From an optimization exercise on the open Yosys and OpenROAD flow, aimed at small area, a short achievable clock period and few clock cycles per item; shortcuts taken in it are not production practice.
In this exercise RTL edits were held to simulation tests only and were not proved equivalent to the original.
Power figures rest on the tool's default switching activity, not on a simulated workload.

==> build 82: inputs <==
==> flow/design.v <==
package msd_pkg;
   localparam int CSR_INDEX_BITS = 3;
   localparam int CSR_DATA_BITS  = 32;
   localparam int CFG_TIME_BITS  = 32;
   localparam int THRESH_BITS    = 18;
   typedef enum logic [CSR_INDEX_BITS-1:0] {
      CSR_IDLE_TIMEOUT  = 3'd0,
      CSR_WAKE_GRACE    = 3'd1,
      CSR_LIFT_STABLE   = 3'd2,
      CSR_SET_DOWN_HOLD = 3'd3,
      CSR_STILL_THRESH  = 3'd4
   } csr_index_type;
   typedef enum logic [1:0] {
      KIND_TIME   = 2'd0,
      KIND_SAMPLE = 2'd1,
      KIND_ENTER  = 2'd2,
      KIND_WAKE   = 2'd3
   } kind_type;
   typedef enum logic [1:0] {
      CTX_PLAYING = 2'd0,
      CTX_PAUSED  = 2'd1,
      CTX_MENU    = 2'd2,
      CTX_OTHER   = 2'd3
   } context_type;
   typedef enum logic [1:0] {
      FLAT_NONE = 2'd0,
      FLAT_UP   = 2'd1,
      FLAT_DOWN = 2'd2,
      FLAT_BAD  = 2'd3
   } flat_type;
   typedef enum logic [1:0] {
      VERDICT_NONE  = 2'd0,
      VERDICT_ENTER = 2'd1,
      VERDICT_WAKE  = 2'd2,
      VERDICT_RSVD  = 2'd3
   } verdict_type;
endpackage
module motion_standby_decider #(
   parameter int TIME_BITS  = 32,
   parameter int ACCEL_BITS = 16
) (
   input  logic                                 clock,
   input  logic                                 reset,
   input  logic                                 csr_wr_en,
   input  logic [msd_pkg::CSR_INDEX_BITS-1:0]   csr_index,
   input  logic [msd_pkg::CSR_DATA_BITS-1:0]    csr_wr_data,
   input  logic                                 req_valid,
   output logic                                 req_stall,
   input  logic [1:0]                           req_kind,
   input  logic [TIME_BITS-1:0]                 req_now_ms,
   input  logic [1:0]                           req_screen_context,
   input  logic [1:0]                           req_flat_class,
   input  logic signed [ACCEL_BITS-1:0]         req_accel_x,
   input  logic signed [ACCEL_BITS-1:0]         req_accel_y,
   input  logic signed [ACCEL_BITS-1:0]         req_accel_z,
   output logic                                 rsp_valid,
   input  logic                                 rsp_stall,
   output logic [1:0]                           rsp_verdict,
   output logic                                 rsp_screen_off,
   output logic                                 rsp_standby_now,
   output logic                                 rsp_wake_allowed
);
   localparam int DRIFT_BITS = ACCEL_BITS + 2;
   function automatic logic time_reached(input logic [TIME_BITS-1:0] now,
                                         input logic [TIME_BITS-1:0] since,
                                         input logic [TIME_BITS-1:0] limit);
      logic [TIME_BITS-1:0] x, y, cs, cc;
      logic [TIME_BITS+1:0] w;
      logic                 k;
      x  = since;
      y  = ~now;
      cs = x ^ y ^ limit;
      cc = (x & y) | (x & limit) | (y & limit);
      w  = {2'b00, cs} + {1'b0, cc, 1'b0};
      k  = since > now;
      time_reached = k ? !w[TIME_BITS+1] : !(w[TIME_BITS+1] || w[TIME_BITS]);
   endfunction
   logic [TIME_BITS-1:0]             idle_timeout_ff, wake_grace_ff, lift_stable_ff, hold_time_ff;
   logic [msd_pkg::THRESH_BITS-1:0]  still_thresh_ff;
   logic [msd_pkg::CSR_DATA_BITS-1:0] csr_data;
   assign csr_data = reset ? '0 : csr_wr_data;
   always_ff @(posedge clock) begin
      if (reset || (csr_wr_en && csr_index == msd_pkg::CSR_IDLE_TIMEOUT))  idle_timeout_ff <= csr_data;
      if (reset || (csr_wr_en && csr_index == msd_pkg::CSR_WAKE_GRACE))    wake_grace_ff   <= csr_data;
      if (reset || (csr_wr_en && csr_index == msd_pkg::CSR_LIFT_STABLE))   lift_stable_ff  <= csr_data;
      if (reset || (csr_wr_en && csr_index == msd_pkg::CSR_SET_DOWN_HOLD)) hold_time_ff    <= csr_data;
      if (reset || (csr_wr_en && csr_index == msd_pkg::CSR_STILL_THRESH))
         still_thresh_ff <= csr_data[msd_pkg::THRESH_BITS-1:0];
   end
   logic                   in_valid_ff;
   logic [1:0]             kind_ff;
   logic [TIME_BITS-1:0]   now_ff;
   logic [1:0]             ctx_ff;
   logic [1:0]             flat_ff;
   logic [ACCEL_BITS-1:0]  ax_ff, ay_ff, az_ff;
   logic                   stall_ff;
   always_ff @(posedge clock) begin
      in_valid_ff <= req_valid && !stall_ff && !reset;
      kind_ff     <= req_kind;
      now_ff      <= req_now_ms;
      ctx_ff      <= req_screen_context;
      flat_ff     <= req_flat_class;
      ax_ff       <= req_accel_x;
      ay_ff       <= req_accel_y;
      az_ff       <= req_accel_z;
   end
   logic                   standby_ff;
   logic                   mode_ff;        
   logic                   ctx_seen_ff;
   logic [1:0]             prev_ctx_ff;
   logic [1:0]             hold_face_ff;   
   logic [TIME_BITS-1:0]   ta_ff, tb_ff;
   logic [ACCEL_BITS-1:0]  ref_x_ff, ref_y_ff, ref_z_ff;
   logic        is_time, is_sample, is_enter, is_wake;
   logic        is_flat, face_down, reading_ctx, idle_ctx, ctx_new;
   logic        same_face, lift_pend;
   logic        drift_big;
   logic        reach_a, reach_b, grace_zero, idle_on;
   assign is_time   = kind_ff == msd_pkg::KIND_TIME;
   assign is_sample = kind_ff == msd_pkg::KIND_SAMPLE;
   assign is_enter  = kind_ff == msd_pkg::KIND_ENTER;
   assign is_wake   = kind_ff == msd_pkg::KIND_WAKE;
   assign is_flat     = flat_ff[0] ^ flat_ff[1];
   assign face_down   = flat_ff == msd_pkg::FLAT_DOWN;
   assign reading_ctx = !ctx_ff[1];
   assign idle_ctx    = ctx_ff[0] ^ ctx_ff[1];
   assign ctx_new     = !kind_ff[1] && (!ctx_seen_ff || ctx_ff != prev_ctx_ff);
   assign same_face   = flat_ff == hold_face_ff;
   assign lift_pend   = hold_face_ff[0];
   logic [ACCEL_BITS:0]   dx, dy, dz;
   logic [ACCEL_BITS-1:0] mx, my, mz, ds1, dc1;
   logic [DRIFT_BITS:0]   ds2, dc2;
   logic [DRIFT_BITS+1:0] psum;
   logic [DRIFT_BITS:0]   p;
   assign dx = {ax_ff[ACCEL_BITS-1], ax_ff} - {ref_x_ff[ACCEL_BITS-1], ref_x_ff};
   assign dy = {ay_ff[ACCEL_BITS-1], ay_ff} - {ref_y_ff[ACCEL_BITS-1], ref_y_ff};
   assign dz = {az_ff[ACCEL_BITS-1], az_ff} - {ref_z_ff[ACCEL_BITS-1], ref_z_ff};
   assign mx = dx[ACCEL_BITS-1:0] ^ {ACCEL_BITS{!dx[ACCEL_BITS]}};
   assign my = dy[ACCEL_BITS-1:0] ^ {ACCEL_BITS{!dy[ACCEL_BITS]}};
   assign mz = dz[ACCEL_BITS-1:0] ^ {ACCEL_BITS{!dz[ACCEL_BITS]}};
   assign ds1 = mx ^ my ^ mz;
   assign dc1 = (mx & my) | (mx & mz) | (my & mz);
   logic [DRIFT_BITS:0] o1, o2, o3;
   assign o1 = {3'b000, ds1};
   assign o2 = {2'b00, dc1, !dx[ACCEL_BITS]};
   assign o3 = {1'b0, still_thresh_ff};
   assign ds2 = o1 ^ o2 ^ o3;
   assign dc2 = (o1 & o2) | (o1 & o3) | (o2 & o3);
   assign psum = {ds2, 1'b1} + {dc2[DRIFT_BITS-1:0], !dy[ACCEL_BITS], !dz[ACCEL_BITS]};
   assign p = psum[DRIFT_BITS+1:1];
   assign drift_big = !(p[DRIFT_BITS] || (p[DRIFT_BITS-1] && p[DRIFT_BITS-2]));
   assign reach_a    = time_reached(now_ff, ta_ff, standby_ff ? wake_grace_ff : idle_timeout_ff);
   assign reach_b    = time_reached(now_ff, tb_ff, standby_ff ? lift_stable_ff : hold_time_ff);
   assign grace_zero = wake_grace_ff == '0;
   assign idle_on    = idle_timeout_ff != '0;
   logic        standby_in, mode_in;
   logic [1:0]  hold_face_in;
   logic        load_ta, load_tb;
   logic [1:0]  verdict_in;
   logic        screen_off_in, wake_ok_in;
   logic        awake, a_sample, a_held, restart, hold_enter, idle_base, idle_fire;
   logic        enter_ext, wake_ext, s_sample, lift_start, wake_v, hold_kept;
   assign awake      = !standby_ff;
   assign a_sample   = awake && is_sample;
   assign a_held     = a_sample && is_flat && reading_ctx && mode_ff;
   assign restart    = a_held && (!same_face || drift_big);
   assign hold_enter = a_held && same_face && !drift_big && reach_b;
   assign idle_base  = awake && !kind_ff[1] && idle_on && idle_ctx && !ctx_new && reach_a;
   assign idle_fire  = idle_base && !hold_enter;
   assign enter_ext  = awake && is_enter;
   assign s_sample   = standby_ff && is_sample && !is_flat && mode_ff;
   assign lift_start = s_sample && !lift_pend;
   assign wake_v     = s_sample && lift_pend && reach_b && reach_a;
   assign wake_ext   = standby_ff && is_wake;
   assign hold_kept  = is_sample ? a_held : (hold_face_ff != 2'b00);
   assign standby_in = standby_ff ? !(wake_v || wake_ext) : (enter_ext || hold_enter || idle_base);
   assign load_ta    = (awake && (ctx_new || enter_ext || hold_enter || idle_base)) || wake_v || wake_ext;
   assign load_tb    = restart || lift_start;
   assign verdict_in = {wake_v, hold_enter || idle_fire};
   assign screen_off_in = hold_enter && face_down;
   assign wake_ok_in = standby_ff ? (wake_v || wake_ext || reach_a)
                                  : (!(enter_ext || hold_enter || idle_base) || grace_zero);
   always_comb begin
      mode_in      = mode_ff;
      hold_face_in = hold_face_ff;
      if (standby_ff) begin
         if (is_sample && is_flat) begin
            mode_in      = 1'b1;                
            hold_face_in = 2'b00;               
         end else if (lift_start) begin
            hold_face_in = 2'b01;               
         end else if (wake_v) begin
            mode_in      = 1'b1;                
            hold_face_in = 2'b00;
         end else if (wake_ext) begin
            mode_in      = 1'b0;                
            hold_face_in = 2'b00;
         end
      end else begin
         if (a_sample && !is_flat) begin
            mode_in = 1'b1;
         end
         if (a_sample && !a_held) begin
            hold_face_in = 2'b00;
         end
         if (restart) begin
            hold_face_in = flat_ff;
         end
         if (hold_enter || enter_ext) begin
            mode_in      = hold_enter;          
            hold_face_in = 2'b00;
         end
         if (idle_fire) begin
            mode_in      = hold_kept;           
            hold_face_in = 2'b00;
         end
      end
   end
   always_ff @(posedge clock) begin
      if (reset) begin
         standby_ff   <= 1'b0;
         mode_ff      <= 1'b1;
         ctx_seen_ff  <= 1'b0;
         hold_face_ff <= 2'b00;
      end else if (in_valid_ff) begin
         standby_ff   <= standby_in;
         mode_ff      <= mode_in;
         hold_face_ff <= hold_face_in;
         if (!kind_ff[1]) begin
            ctx_seen_ff <= 1'b1;
         end
      end
   end
   always_ff @(posedge clock) begin
      if (in_valid_ff) begin
         if (!kind_ff[1]) prev_ctx_ff <= ctx_ff;
         if (load_ta) ta_ff <= now_ff;
         if (load_tb) tb_ff <= now_ff;
         if (restart) begin
            ref_x_ff <= ax_ff;
            ref_y_ff <= ay_ff;
            ref_z_ff <= az_ff;
         end
      end
   end
   logic [4:0] res;
   logic [4:0] q0_ff, q1_ff, q2_ff;
   logic       v0_ff, v1_ff, v2_ff;
   logic       pop, push;
   logic       s0, s1, s2;    
   logic       v1_next, v2_next;
   assign res  = {verdict_in, screen_off_in, standby_in, wake_ok_in};
   assign pop  = v0_ff && !rsp_stall;
   assign push = in_valid_ff;
   assign s0   = pop ? v1_ff : v0_ff;
   assign s1   = pop ? v2_ff : v1_ff;
   assign s2   = !pop && v2_ff;
   assign v1_next = s1 || (s0 && push);
   assign v2_next = s2 || (s1 && push);
   always_ff @(posedge clock) begin
      if (reset) begin
         v0_ff <= 1'b0;
         v1_ff <= 1'b0;
         v2_ff <= 1'b0;
      end else begin
         v0_ff <= s0 || push;
         v1_ff <= v1_next;
         v2_ff <= v2_next;
      end
      q0_ff <= s0 ? (pop ? q1_ff : q0_ff) : res;
      q1_ff <= s1 ? (pop ? q2_ff : q1_ff) : res;
      q2_ff <= s2 ? q2_ff : res;
   end
   always_ff @(posedge clock) begin
      if (reset) begin
         stall_ff <= 1'b0;
      end else begin
         stall_ff <= v2_next || (v1_next && req_valid && !stall_ff);
      end
   end
   assign req_stall        = stall_ff;
   assign rsp_valid        = v0_ff;
   assign rsp_verdict      = q0_ff[4:3];
   assign rsp_screen_off   = q0_ff[2];
   assign rsp_standby_now  = q0_ff[1];
   assign rsp_wake_allowed = q0_ff[0];
endmodule
==> flow/flow/run.sh <==
#!/bin/bash
# Standard layout with these changes:
# - synthesis maps the logic with flow/abc_delay.script (ABC delay target 4500 ps) through
#   flow/my_synth.tcl, and leaves adders to ABC (no full-adder cell extraction), so ABC
#   sees whole arithmetic paths; registers are untouched;
# - port buffers are plain buf_1 cells;
# - timing repair aims at a setup margin (slack to keep in reserve) of 11 ns;
# - the clock tree uses clkbuf_8 cells over clusters of up to 12 registers, without dummy loads.
set -euo pipefail
export MY_ABC_SCRIPT=$PWD/flow/abc_delay.script
export BUFFER_PORTS_ARGS="-buffer_cell sky130_fd_sc_hd__buf_1"
export CTS_ARGS="-sink_clustering_enable -repair_clock_nets -dont_use_dummy_load -buf_list sky130_fd_sc_hd__clkbuf_8 -sink_clustering_size 12 -sink_clustering_max_diameter 50"
bash standard.sh SYNTH_SCRIPT=$PWD/flow/my_synth.tcl ADDER_MAP_FILE= SETUP_SLACK_MARGIN=11 finish > make_finish.log 2>&1
==> flow/flow/abc_delay.script <==
strash
dch
map -D 4500 -B 0.9
topo
stime -c
buffer -c
upsize -c -D 4500
dnsize -c -D 4500
==> flow/flow/my_synth.tcl <==
proc synth {args} { yosys synth -nofsm -noshare {*}$args }
# technology mapping with this flow's own ABC script (MY_ABC_SCRIPT) in place of ORFS's
proc abc {args} {
  set i [lsearch -exact $args -script]
  if {$i >= 0 && [info exists ::env(MY_ABC_SCRIPT)]} {
    set args [lreplace $args [expr {$i + 1}] [expr {$i + 1}] $::env(MY_ABC_SCRIPT)]
  }
  yosys abc {*}$args
}
source $::env(SCRIPTS_DIR)/synth.tcl
# left out here: clear keep_hierarchy, flatten, clean up, hide names made inside functions, write 1_2_yosys.v
==> flow/standard.sh <==
#!/bin/bash
# synth_recipe.tcl (not shown) runs the flow's synth.tcl, then flattens the netlist and writes it again
# the make line also repeats each setting of config.mk as NAME=value (left out here)
make -C /OpenROAD-flow-scripts/flow DESIGN_CONFIG=/design/flow/config.mk WORK_HOME=/design/flow/orfs CLKGATE_MAP_FILE= SYNTH_SCRIPT=/design/flow/synth_recipe.tcl "${@:-finish}"
==> flow/config.mk <==
export PLATFORM = sky130hd
export DESIGN_NAME = motion_standby_decider
export DESIGN_NICKNAME = motion_standby_decider
export VERILOG_FILES = /design/flow/design.v
export SDC_FILE = /design/flow/constraint.sdc
export NUM_CORES = 4
export LEC_CHECK = 0
export CAP_MARGIN = 20
export CORE_MARGIN = 2
export CORE_UTILIZATION = 40
export SLEW_MARGIN = 20
==> flow/constraint.sdc <==
create_clock -name core_clock -period 16.0 [get_ports {clock}]
set_input_delay 3.2000 -clock core_clock [delete_from_list [all_inputs] [get_ports {clock}]]
set_output_delay 3.2000 -clock core_clock [all_outputs]
set_load 0.01 [all_outputs]
==> trial 31 (differences from build 82) <==
--- a/flow/design.v
+++ b/flow/design.v
@@ -127,28 +127,46 @@
    assign ctx_new     = !kind_ff[1] && (!ctx_seen_ff || ctx_ff != prev_ctx_ff);
    assign same_face   = flat_ff == hold_face_ff;
    assign lift_pend   = hold_face_ff[0];
-   logic [ACCEL_BITS:0]   dx, dy, dz;
-   logic [ACCEL_BITS-1:0] mx, my, mz, ds1, dc1;
-   logic [DRIFT_BITS:0]   ds2, dc2;
-   logic [DRIFT_BITS+1:0] psum;
-   logic [DRIFT_BITS:0]   p;
-   assign dx = {ax_ff[ACCEL_BITS-1], ax_ff} - {ref_x_ff[ACCEL_BITS-1], ref_x_ff};
-   assign dy = {ay_ff[ACCEL_BITS-1], ay_ff} - {ref_y_ff[ACCEL_BITS-1], ref_y_ff};
-   assign dz = {az_ff[ACCEL_BITS-1], az_ff} - {ref_z_ff[ACCEL_BITS-1], ref_z_ff};
-   assign mx = dx[ACCEL_BITS-1:0] ^ {ACCEL_BITS{!dx[ACCEL_BITS]}};
-   assign my = dy[ACCEL_BITS-1:0] ^ {ACCEL_BITS{!dy[ACCEL_BITS]}};
-   assign mz = dz[ACCEL_BITS-1:0] ^ {ACCEL_BITS{!dz[ACCEL_BITS]}};
-   assign ds1 = mx ^ my ^ mz;
-   assign dc1 = (mx & my) | (mx & mz) | (my & mz);
-   logic [DRIFT_BITS:0] o1, o2, o3;
-   assign o1 = {3'b000, ds1};
-   assign o2 = {2'b00, dc1, !dx[ACCEL_BITS]};
-   assign o3 = {1'b0, still_thresh_ff};
-   assign ds2 = o1 ^ o2 ^ o3;
-   assign dc2 = (o1 & o2) | (o1 & o3) | (o2 & o3);
-   assign psum = {ds2, 1'b1} + {dc2[DRIFT_BITS-1:0], !dy[ACCEL_BITS], !dz[ACCEL_BITS]};
-   assign p = psum[DRIFT_BITS+1:1];
-   assign drift_big = !(p[DRIFT_BITS] || (p[DRIFT_BITS-1] && p[DRIFT_BITS-2]));
+   localparam int DW = DRIFT_BITS + 2;
+   logic [DW-1:0] ex, ey, ez, rx, ry, rz, xx, xy, xz, gx, gy, gz;
+   logic          sx, sy, sz;
+   logic [DW-1:0] t1s, t1c, t2s, t2c, o2a, o2b, t3s, t3c, o3a, t4s, t4c, o4a, o4b, t5s, t5c, o5a, o5b, pm;
+   assign ex = {{(DW-ACCEL_BITS){ax_ff[ACCEL_BITS-1]}}, ax_ff};
+   assign ey = {{(DW-ACCEL_BITS){ay_ff[ACCEL_BITS-1]}}, ay_ff};
+   assign ez = {{(DW-ACCEL_BITS){az_ff[ACCEL_BITS-1]}}, az_ff};
+   assign rx = {{(DW-ACCEL_BITS){ref_x_ff[ACCEL_BITS-1]}}, ref_x_ff};
+   assign ry = {{(DW-ACCEL_BITS){ref_y_ff[ACCEL_BITS-1]}}, ref_y_ff};
+   assign rz = {{(DW-ACCEL_BITS){ref_z_ff[ACCEL_BITS-1]}}, ref_z_ff};
+   assign sx = {!ax_ff[ACCEL_BITS-1], ax_ff[ACCEL_BITS-2:0]} < {!ref_x_ff[ACCEL_BITS-1], ref_x_ff[ACCEL_BITS-2:0]};
+   assign sy = {!ay_ff[ACCEL_BITS-1], ay_ff[ACCEL_BITS-2:0]} < {!ref_y_ff[ACCEL_BITS-1], ref_y_ff[ACCEL_BITS-2:0]};
+   assign sz = {!az_ff[ACCEL_BITS-1], az_ff[ACCEL_BITS-2:0]} < {!ref_z_ff[ACCEL_BITS-1], ref_z_ff[ACCEL_BITS-2:0]};
+   assign xx = ~(ex ^ rx);
+   assign xy = ~(ey ^ ry);
+   assign xz = ~(ez ^ rz);
+   assign gx = sx ? (ex & ~rx) : (~ex & rx);
+   assign gy = sy ? (ey & ~ry) : (~ey & ry);
+   assign gz = sz ? (ez & ~rz) : (~ez & rz);
+   assign t1s = xx ^ xy ^ xz;
+   assign t1c = (xx & xy) | (xx & xz) | (xy & xz);
+   assign o2a = {t1c[DW-2:0], 1'b1};
+   assign o2b = DW'(still_thresh_ff);
+   assign t2s = t1s ^ o2a ^ o2b;
+   assign t2c = (t1s & o2a) | (t1s & o2b) | (o2a & o2b);
+   assign o3a = {gx[DW-2:0], 1'b1};
+   logic [DW-1:0] o3b;
+   assign o3b = {t2c[DW-2:0], 1'b1};
+   assign t3s = t2s ^ o3b ^ o3a;
+   assign t3c = (t2s & o3b) | (t2s & o3a) | (o3b & o3a);
+   assign o4a = {gy[DW-2:0], 1'b0};
+   assign o4b = {gz[DW-2:0], 1'b0};
+   assign t4s = t3s ^ o4a ^ o4b;
+   assign t4c = (t3s & o4a) | (t3s & o4b) | (o4a & o4b);
+   assign o5a = {t4c[DW-2:0], 1'b0};
+   assign o5b = {t3c[DW-2:0], 1'b0};
+   assign t5s = t4s ^ o5a ^ o5b;
+   assign t5c = (t4s & o5a) | (t4s & o5b) | (o5a & o5b);
+   assign pm = t5s + {t5c[DW-2:0], 1'b0};
+   assign drift_big = pm[DW-1];
    assign reach_a    = time_reached(now_ff, ta_ff, standby_ff ? wake_grace_ff : idle_timeout_ff);
    assign reach_b    = time_reached(now_ff, tb_ff, standby_ff ? lift_stable_ff : hold_time_ff);
    assign grace_zero = wake_grace_ff == '0;
==> flow/flow/run.sh (replaced) <==
#!/bin/bash
# Standard layout with these changes:
# - synthesis maps the logic with flow/abc_delay.script (ABC delay target 3000 ps) through
#   flow/my_synth.tcl, and leaves adders to ABC (no full-adder cell extraction), so ABC
#   sees whole arithmetic paths; registers are untouched;
# - port buffers are plain buf_1 cells;
# - timing repair aims at a setup margin (slack to keep in reserve) of 11.6 ns;
# - the clock tree uses clkbuf_8 cells over clusters of up to 12 registers, without dummy loads.
set -euo pipefail
export MY_ABC_SCRIPT=$PWD/flow/abc_delay.script
export BUFFER_PORTS_ARGS="-buffer_cell sky130_fd_sc_hd__buf_1"
export CTS_ARGS="-sink_clustering_enable -repair_clock_nets -dont_use_dummy_load -buf_list sky130_fd_sc_hd__clkbuf_8 -sink_clustering_size 12 -sink_clustering_max_diameter 50"
bash standard.sh SYNTH_SCRIPT=$PWD/flow/my_synth.tcl ADDER_MAP_FILE= SETUP_SLACK_MARGIN=11.6 finish > make_finish.log 2>&1
==> flow/flow/abc_delay.script (replaced) <==
strash
dch
map -D 3000
topo
stime -c
buffer -c
upsize -c
dnsize -c
- CORE_UTILIZATION: 40 -> 60
==> run notes <==
Trial 31 produced a clean layout. Build 82 produced a clean layout.
Against trial 31, the first-iteration DRC count of build 82 is higher by 10%.
Hold slack: trial 31 is lower than build 82 (0.0071 ns).
Between build 82 and trial 31, the lower cell area is in trial 31 (gap about 5%, measured against trial 31).
Between build 82 and trial 31, the lower area after synthesis is in trial 31 (gap about 8%, measured against trial 31).
Between trial 31 and build 82, the lower combinational power is in build 82 (gap 11%, measured against build 82).
Between build 82 and trial 31, the lower global-route usage is in build 82 (gap 11 points).
Testbench counts of build 82, summed over its fixed seeds: cycles 24,016, items 24,000.
Testbench counts of trial 31, summed over its fixed seeds: cycles 24,016, items 24,000.

-- afterwards: timing with drivers on the ports --
The flow's constraints put no driver on any port. The routed layouts listed below were extracted and timed again, unchanged, in two steps.
Step 1 sets driving cells, clkbuf_16 on the clock port and buf_2 on the other inputs (assumed; they add their load-dependent delay and slew).
Step 2, shift: input delay + t, output delay - t, t = (earliest + latest rising clock arrival at the registers) / 2. This alone moves slack from input paths to output paths.
a / b / c = ideal / step 1 / step 2; a / b = the first two.
run | t (ns) | setup WS [ns] | slew at the worst register clock pin (ns) | worst data-port slew with drivers (ns)
build 82 | 0.668 | 11.296 / 11.296 / 10.796 | 0.08 / 0.08 | 0.06
trial 31 | 0.663 | 11.165 / 11.165 / 11.094 | 0.08 / 0.08 | 0.05
After both steps every run listed still meets setup and hold. The setup slack of build 82, which loses most, moves by 0.000 ns with the drivers and by -0.500 ns with both steps.
